Background: an optimization exercise with open tools, aiming at small area, a short achievable clock period and few clock cycles. Do not read the settings as production practice.
No activity file was given, so power comes from the tool's default toggle rates.

v6:
==> flow/design.v <==
package b58enc_pkg;
    localparam int MAX_BYTES_DEF   = 32;
    localparam int DIGIT_SLOTS_DEF = 45;
    localparam int OUT_LIMIT       = 45;
    localparam int RADIX   = 58;
    localparam int BYTE_W  = 8;
    localparam int DIGIT_W = 6;
    localparam int CHAR_W  = 7;
    localparam int CARRY_W = 9;
    localparam int SUM_W   = 14;
    localparam int LEFT_W  = $clog2(OUT_LIMIT + 1);
    localparam int RECIP_SHIFT = 20;
    localparam int RECIP_MUL   = (1 << RECIP_SHIFT) / RADIX;
    localparam int RECIP_W     = 15;
    localparam logic [RADIX*8-1:0] ALPHABET =
        "123456789ABCDEFGHJKLMNPQRSTUVWXYZabcdefghijkmnopqrstuvwxyz";
    localparam logic [CHAR_W-1:0] ONE_CHAR = 7'h31;
    function automatic logic [CHAR_W-1:0] b58_char(input logic [DIGIT_W-1:0] d);
        logic [DIGIT_W-1:0] k;
        logic [7:0]         c;
        k = (d >= DIGIT_W'(RADIX)) ? d - DIGIT_W'(RADIX) : d;
        c = ALPHABET[(RADIX - 1 - k) * 8 +: 8];
        b58_char = c[CHAR_W-1:0];
    endfunction
    function automatic logic dbl_carry(input logic [DIGIT_W-1:0] d);
        dbl_carry = d[5] | (d[4] & d[3] & d[2] & (d[1] | d[0]));
    endfunction
    function automatic logic [DIGIT_W-1:0] dbl_digit(input logic [DIGIT_W-1:0] d, input logic g,
                                                     input logic c);
        logic t;
        t = d[1] | d[0];
        dbl_digit = {d[4] ^ (g & d[3] & d[2] & t),
                     d[3] ^ (g & d[2] & t),
                     d[2] ^ (g & t),
                     d[1] ^ (g & !d[0]),
                     d[0] ^ g,
                     c};
    endfunction
endpackage
module base58_encoder_unit #(
    parameter int MAX_BYTES   = b58enc_pkg::MAX_BYTES_DEF,
    parameter int DIGIT_SLOTS = b58enc_pkg::DIGIT_SLOTS_DEF,
    parameter int STEP_BITS   = 4
) (
    input  logic                          i_clk,
    input  logic                          i_rst_n,
    input  logic                          i_in_valid,
    output logic                          o_in_ready,
    input  logic [b58enc_pkg::BYTE_W-1:0] i_in_data_byte,
    input  logic                          i_in_last_byte,
    output logic                          o_out_valid,
    input  logic                          i_out_ready,
    output logic [b58enc_pkg::CHAR_W-1:0] o_out_char,
    output logic                          o_out_last_char,
    output logic                          o_out_overflow
);
    localparam int ND  = 44;                     
    localparam int DW  = b58enc_pkg::DIGIT_W;
    localparam int CW  = b58enc_pkg::CHAR_W;
    localparam int BYW = b58enc_pkg::BYTE_W;
    localparam int BW  = $clog2(MAX_BYTES + 1);
    localparam int NCH = BYW / STEP_BITS;
    localparam int NW  = $clog2(NCH + 1);
    localparam int FW  = CW + 2;                 
    localparam int PW  = $clog2(ND + 1);
    typedef enum logic [1:0] {
        O_IDLE, O_ONES, O_DIG, O_FLUSH
    } t_ostate;
    logic [DW-1:0]     r_dig [ND];
    logic [DW-1:0]     n_dig [ND];
    logic [DW-1:0]     stp   [STEP_BITS+1][ND];
    logic              gc    [STEP_BITS][ND];
    logic [ND-1:0]     r_msk, n_msk;             
    logic [ND-1:0]     nz;
    logic [BYW-1:0]    r_nxt, n_nxt;
    logic              r_nxt_v, n_nxt_v;
    logic              r_nxt_last, n_nxt_last;
    logic [BYW-1:0]    r_sh, n_sh;
    logic [NW-1:0]     r_nb, n_nb;
    logic [BW-1:0]     r_zp, n_zp;
    logic [BW-1:0]     r_bytes, n_bytes;
    logic              r_inzp, n_inzp;
    logic              r_ovf, n_ovf;
    logic              r_done, n_done;
    t_ostate           r_os, n_os;
    logic [BW-1:0]     r_ozp, n_ozp;
    logic              r_oovf, n_oovf;
    logic              r_onum, n_onum;
    logic              r_ofound, n_ofound;
    logic [PW-1:0]     r_opos, n_opos;           
    logic              r_qv, n_qv;
    logic [BW-1:0]     r_qzp, n_qzp;
    logic              r_qovf, n_qovf;
    logic              r_qnum, n_qnum;
    logic [PW-1:0]     r_qpos, n_qpos;
    logic              r_v0, n_v0, r_v1, n_v1;
    logic [FW-1:0]     r_f0, n_f0, r_f1, n_f1;
    logic              sel_st, sel_sh, sel_hd;
    logic              r_stall, n_stall, nzb2;
    logic              step, last_st, consume, hand, shift, push, pop, fin;
    logic [FW-1:0]     pdata;
    logic [DW-1:0]     top;
    assign o_in_ready      = !r_nxt_v;
    assign o_out_valid     = r_v0;
    assign o_out_char      = r_f0[FW-1 -: CW];
    assign o_out_last_char = r_f0[1];
    assign o_out_overflow  = r_f0[0];
    always_comb begin
        for (int i = 0; i < ND; i++) stp[0][i] = r_dig[i];
        for (int k = 0; k < STEP_BITS; k++) begin
            for (int i = 0; i < ND; i++) gc[k][i] = b58enc_pkg::dbl_carry(stp[k][i]);
            for (int i = 0; i < ND; i++) begin
                stp[k+1][i] = b58enc_pkg::dbl_digit(stp[k][i], gc[k][i],
                    (i == 0) ? r_sh[BYW-1-k] : gc[k][i-1]);
            end
        end
    end
    always_comb begin
        for (int i = 0; i < ND; i++) nz[i] = (r_dig[i] != '0);
        nzb2 = 1'b0;
        for (int i = 0; i + 2 < ND; i++) nzb2 = nzb2 | (nz[i] & !r_msk[i+1] & r_msk[i+2]);
        step    = (r_nb != '0) && !r_stall;
        last_st = (r_nb == '0) || ((r_nb == NW'(1)) && step);
        hand    = r_done && last_st && !r_qv;
        consume = r_nxt_v && (!r_done || hand) && last_st;
        top     = r_dig[ND-1];
        n_nxt      = r_nxt;
        n_nxt_v    = r_nxt_v;
        n_nxt_last = r_nxt_last;
        n_sh       = r_sh;
        n_nb       = r_nb;
        n_zp       = hand ? '0   : r_zp;
        n_bytes    = hand ? '0   : r_bytes;
        n_inzp     = hand ? 1'b1 : r_inzp;
        n_ovf      = hand ? 1'b0 : r_ovf;
        n_done     = hand ? 1'b0 : r_done;
        n_os       = r_os;
        n_ozp      = r_ozp;
        n_oovf     = r_oovf;
        n_onum     = r_onum;
        n_ofound   = r_ofound;
        n_opos     = r_opos;
        n_qv       = r_qv;
        n_qzp      = r_qzp;
        n_qovf     = r_qovf;
        n_qnum     = r_qnum;
        n_qpos     = r_qpos;
        n_msk      = r_msk;
        if (i_in_valid && !r_nxt_v) begin
            n_nxt      = i_in_data_byte;
            n_nxt_last = i_in_last_byte;
            n_nxt_v    = 1'b1;
        end
        if (step) begin
            n_nb = r_nb - NW'(1);
            n_sh = r_sh << STEP_BITS;
        end
        if (consume) begin
            n_nxt_v = 1'b0;
            if (n_bytes >= BW'(MAX_BYTES)) begin
                n_ovf = 1'b1;
            end else begin
                n_bytes = n_bytes + BW'(1);
                if (n_inzp && (r_nxt == '0)) begin
                    n_zp = n_zp + BW'(1);
                end else begin
                    n_inzp = 1'b0;
                    n_sh   = r_nxt;
                    n_nb   = NW'(NCH);
                end
            end
            if (r_nxt_last) n_done = 1'b1;
        end
        shift = 1'b0;
        push  = 1'b0;
        fin   = 1'b0;
        pdata = {b58enc_pkg::ONE_CHAR, 1'b0, r_oovf};
        unique case (r_os)
            O_IDLE: begin
            end
            O_ONES: begin
                if (r_onum && !r_ofound && (top == '0)) shift = 1'b1;
                if (!r_v1) begin
                    push     = 1'b1;
                    pdata[1] = !r_onum && (r_ozp == BW'(1));
                    n_ozp    = r_ozp - BW'(1);
                    if (r_ozp == BW'(1)) begin
                        if (r_onum) n_os = O_DIG;
                        else        fin  = 1'b1;
                    end
                end
            end
            O_DIG: begin
                if (!r_ofound && (top == '0)) begin
                    shift = 1'b1;
                end else if (!r_v1) begin
                    shift    = 1'b1;
                    push     = 1'b1;
                    pdata    = {b58enc_pkg::b58_char(top), r_opos == PW'(1), r_oovf};
                    n_ofound = 1'b1;
                    if (r_opos == PW'(1)) fin = 1'b1;
                end
            end
            O_FLUSH: begin
                shift = 1'b1;
                if (r_opos == PW'(1)) fin = 1'b1;
            end
            default: begin
                fin = 1'b1;
            end
        endcase
        if (shift) begin
            n_msk  = r_msk << 1;
            n_opos = r_opos - PW'(1);
        end
        if (fin) n_os = O_IDLE;
        if ((r_os == O_IDLE) || fin) begin
            if (r_qv) begin
                n_qv     = 1'b0;
                n_ozp    = r_qzp;
                n_oovf   = r_qovf;
                n_onum   = r_qnum;
                n_ofound = 1'b0;
                n_opos   = r_qpos;
                if (r_qzp != '0) n_os = O_ONES;
                else             n_os = O_DIG;
            end else if (hand) begin
                n_ozp    = r_zp;
                n_oovf   = r_ovf;
                n_onum   = !r_inzp;
                n_ofound = 1'b0;
                n_opos   = r_inzp ? PW'(0) : PW'(ND);
                if (r_zp != '0) n_os = O_ONES;
                else            n_os = O_DIG;
            end
        end else if (hand) begin
            n_qv   = 1'b1;
            n_qzp  = r_zp;
            n_qovf = r_ovf;
            n_qnum = !r_inzp;
            n_qpos = r_inzp ? PW'(0) : PW'(ND) - n_opos;
        end
        if (hand && !r_inzp) n_msk = '1;
        n_stall = n_msk[1] || (n_msk[ND-1] && !shift && (step || nzb2));
        for (int i = 0; i < ND; i++) begin
            sel_st = !r_msk[i] && step;
            sel_sh = r_msk[i] && shift;
            sel_hd = !(sel_st || sel_sh);
            n_dig[i] = ({DW{sel_st}} & stp[STEP_BITS][i])
                     | ({DW{sel_sh}} & ((i == 0) ? DW'(0) : r_dig[i-1]))
                     | ({DW{sel_hd}} & r_dig[i]);
        end
        pop  = r_v0 && i_out_ready;
        n_v0 = r_v0;
        n_v1 = r_v1;
        n_f0 = r_f0;
        n_f1 = r_f1;
        if (pop) begin
            n_f0 = r_f1;
            n_v0 = r_v1;
            n_v1 = 1'b0;
        end
        if (push) begin
            if (!n_v0) begin
                n_f0 = pdata;
                n_v0 = 1'b1;
            end else begin
                n_f1 = pdata;
                n_v1 = 1'b1;
            end
        end
    end
    always_ff @(posedge i_clk) begin
        for (int i = 0; i < ND; i++) r_dig[i] <= n_dig[i];
        if (!i_rst_n) begin
            r_msk    <= '1;
            r_stall  <= 1'b1;
            r_nxt_v  <= 1'b0;
            r_nb     <= '0;
            r_zp     <= '0;
            r_bytes  <= '0;
            r_inzp   <= 1'b1;
            r_ovf    <= 1'b0;
            r_done   <= 1'b0;
            r_os     <= O_FLUSH;
            r_opos   <= PW'(ND);
            r_qv     <= 1'b0;
            r_v0     <= 1'b0;
            r_v1     <= 1'b0;
        end else begin
            r_msk    <= n_msk;
            r_stall  <= n_stall;
            r_nxt_v  <= n_nxt_v;
            r_nb     <= n_nb;
            r_zp     <= n_zp;
            r_bytes  <= n_bytes;
            r_inzp   <= n_inzp;
            r_ovf    <= n_ovf;
            r_done   <= n_done;
            r_os     <= n_os;
            r_opos   <= n_opos;
            r_qv     <= n_qv;
            r_v0     <= n_v0;
            r_v1     <= n_v1;
        end
        r_nxt      <= n_nxt;
        r_nxt_last <= n_nxt_last;
        r_sh       <= n_sh;
        r_ozp      <= n_ozp;
        r_oovf     <= n_oovf;
        r_onum     <= n_onum;
        r_ofound   <= n_ofound;
        r_qzp      <= n_qzp;
        r_qovf     <= n_qovf;
        r_qnum     <= n_qnum;
        r_qpos     <= n_qpos;
        r_f0       <= n_f0;
        r_f1       <= n_f1;
    end
endmodule
clock: 12.0 ns
lec_check: 0
abc_area: 1
cap_margin: 20
core_margin: 2
core_utilization: 40
cts_buf_list: sky130_fd_sc_hd__clkbuf_4
slew_margin: 20
standard.sh (not shown) runs the stock make flow with config.mk's settings and CLKGATE_MAP_FILE= SYNTH_SCRIPT=/design/flow/synth_recipe.tcl, a recipe that flattens the netlist after the stock synthesis.
==> flow/flow/run.sh <==
#!/bin/bash
# standard layout, except that synthesis maps the logic with the ABC script in
# flow/abc_area.script (more restructuring before an area-oriented mapping);
# everything else, including the synthesis passes before ABC, is ORFS's own
set -euo pipefail
WORK=$(pwd)
rm -rf "$WORK/scripts_abc"
cp -r "$FLOW_HOME/scripts" "$WORK/scripts_abc"
cp "$WORK/flow/abc_area.script" "$WORK/scripts_abc/abc_area.script"
bash standard.sh SCRIPTS_DIR="$WORK/scripts_abc" synth > "$WORK/synth.log" 2>&1
bash standard.sh > "$WORK/layout.log" 2>&1
==> flow/flow/abc_area.script <==
strash
dc2
balance
rewrite
refactor
balance
rewrite
rewrite -z
balance
refactor -z
rewrite -z
balance
dch -f
map -a -B 0.9
topo
stime -c
buffer -c
upsize -c
dnsize -c
## Diff of input files: v7 against v6
-- flow/design.v --
<<< v6, line 98
    logic              sel_st, sel_sh, sel_hd;
    logic              r_stall, n_stall, nzb2;
    logic              step, last_st, consume, hand, shift, push, pop, fin;
    logic [FW-1:0]     pdata;
>>> v7, line 98
    logic              sel_st, sel_sh, sel_hd;
    logic              r_stall, n_stall, nzb2;
    logic              r_rst;                    
    logic              step, last_st, consume, hand, shift, push, pop, fin;
    logic [FW-1:0]     pdata;
<<< v6, line 261
            n_v1 = 1'b0;
        end
        if (push) begin
            if (!n_v0) begin
                n_f0 = pdata;
>>> v7, line 262
            n_v1 = 1'b0;
        end
        if (push && !r_rst) begin
            if (!n_v0) begin
                n_f0 = pdata;
<<< v6, line 273
    always_ff @(posedge i_clk) begin
        for (int i = 0; i < ND; i++) r_dig[i] <= n_dig[i];
        if (!i_rst_n) begin
            r_msk    <= '1;
            r_stall  <= 1'b1;
            r_nxt_v  <= 1'b0;
            r_nb     <= '0;
            r_zp     <= '0;
>>> v7, line 274
    always_ff @(posedge i_clk) begin
        for (int i = 0; i < ND; i++) r_dig[i] <= n_dig[i];
        r_rst <= !i_rst_n;
        if (!i_rst_n) begin
            r_nxt_v  <= 1'b0;
            r_v0     <= 1'b0;
            r_v1     <= 1'b0;
        end else begin
            r_nxt_v  <= n_nxt_v;
            r_v0     <= n_v0;
            r_v1     <= n_v1;
        end
        if (r_rst) begin
            r_msk    <= '1;
            r_stall  <= 1'b1;
            r_nb     <= '0;
            r_zp     <= '0;
<<< v6, line 286
            r_opos   <= PW'(ND);
            r_qv     <= 1'b0;
            r_v0     <= 1'b0;
            r_v1     <= 1'b0;
        end else begin
            r_msk    <= n_msk;
            r_stall  <= n_stall;
            r_nxt_v  <= n_nxt_v;
            r_nb     <= n_nb;
            r_zp     <= n_zp;
>>> v7, line 296
            r_opos   <= PW'(ND);
            r_qv     <= 1'b0;
        end else begin
            r_msk    <= n_msk;
            r_stall  <= n_stall;
            r_nb     <= n_nb;
            r_zp     <= n_zp;
<<< v6, line 301
            r_opos   <= n_opos;
            r_qv     <= n_qv;
            r_v0     <= n_v0;
            r_v1     <= n_v1;
        end
        r_nxt      <= n_nxt;
>>> v7, line 308
            r_opos   <= n_opos;
            r_qv     <= n_qv;
        end
        r_nxt      <= n_nxt;
Results
From v6 to v7 the numbers moved as follows: part of the total power dissipated in the clock network went up by 2.9 points; met1 track demand over resource was more or less identical; share of cell area taken by flip-flops and latches was more or less identical; number of enable flip-flop cells after synthesis was more or less identical; critical path's largest stage delay was more or less identical.
Result for v7 and v6: all clean
Clock-buffer cell count: v7 vs v6 down about 8%
On cell area, v7 and v6 are basically level.
| area growth from synthesis to final layout | v7 vs v6 | ≈ equal |
Higher synthesized cell count was reported by v7, not v6.
Function was not checked in any run of this note: the RTL went through the layout flow alone.

afterwards: timing with drivers on the ports:
How much do the figures lean on ideal ports? The routed layouts below were timed once more, with nothing changed but the port constraints. Step 1 (the two cells are an assumption about what drives the block):
set clk [get_ports {i_clk}]
set_driving_cell -lib_cell sky130_fd_sc_hd__clkbuf_16 $clk
set_driving_cell -lib_cell sky130_fd_sc_hd__buf_2 [delete_from_list [all_inputs] $clk]
Step 2 moves the port delays by t, midway between the first and last clock arrival at a register: inputs arrive t later, outputs are due t later. That takes back most of the time a late clock gives input paths. Three values: ideal ports, drivers, drivers and shift; two values: the first two.
run | shift t [ns] | setup WS [ns] | slew at the worst register clock pin (ns) | worst slew at a driven data input, ns
v6 | 0.942 | 7.499 / 7.499 / 6.645 | 0.08 / 0.08 | 0.04
v7 | 0.945 | 7.436 / 7.436 / 7.436 | 0.08 / 0.08 | 0.03
After both steps every run listed still meets setup and hold. The setup slack of v6, which loses most, moves by 0.000 ns with the drivers and by -0.854 ns with both steps.
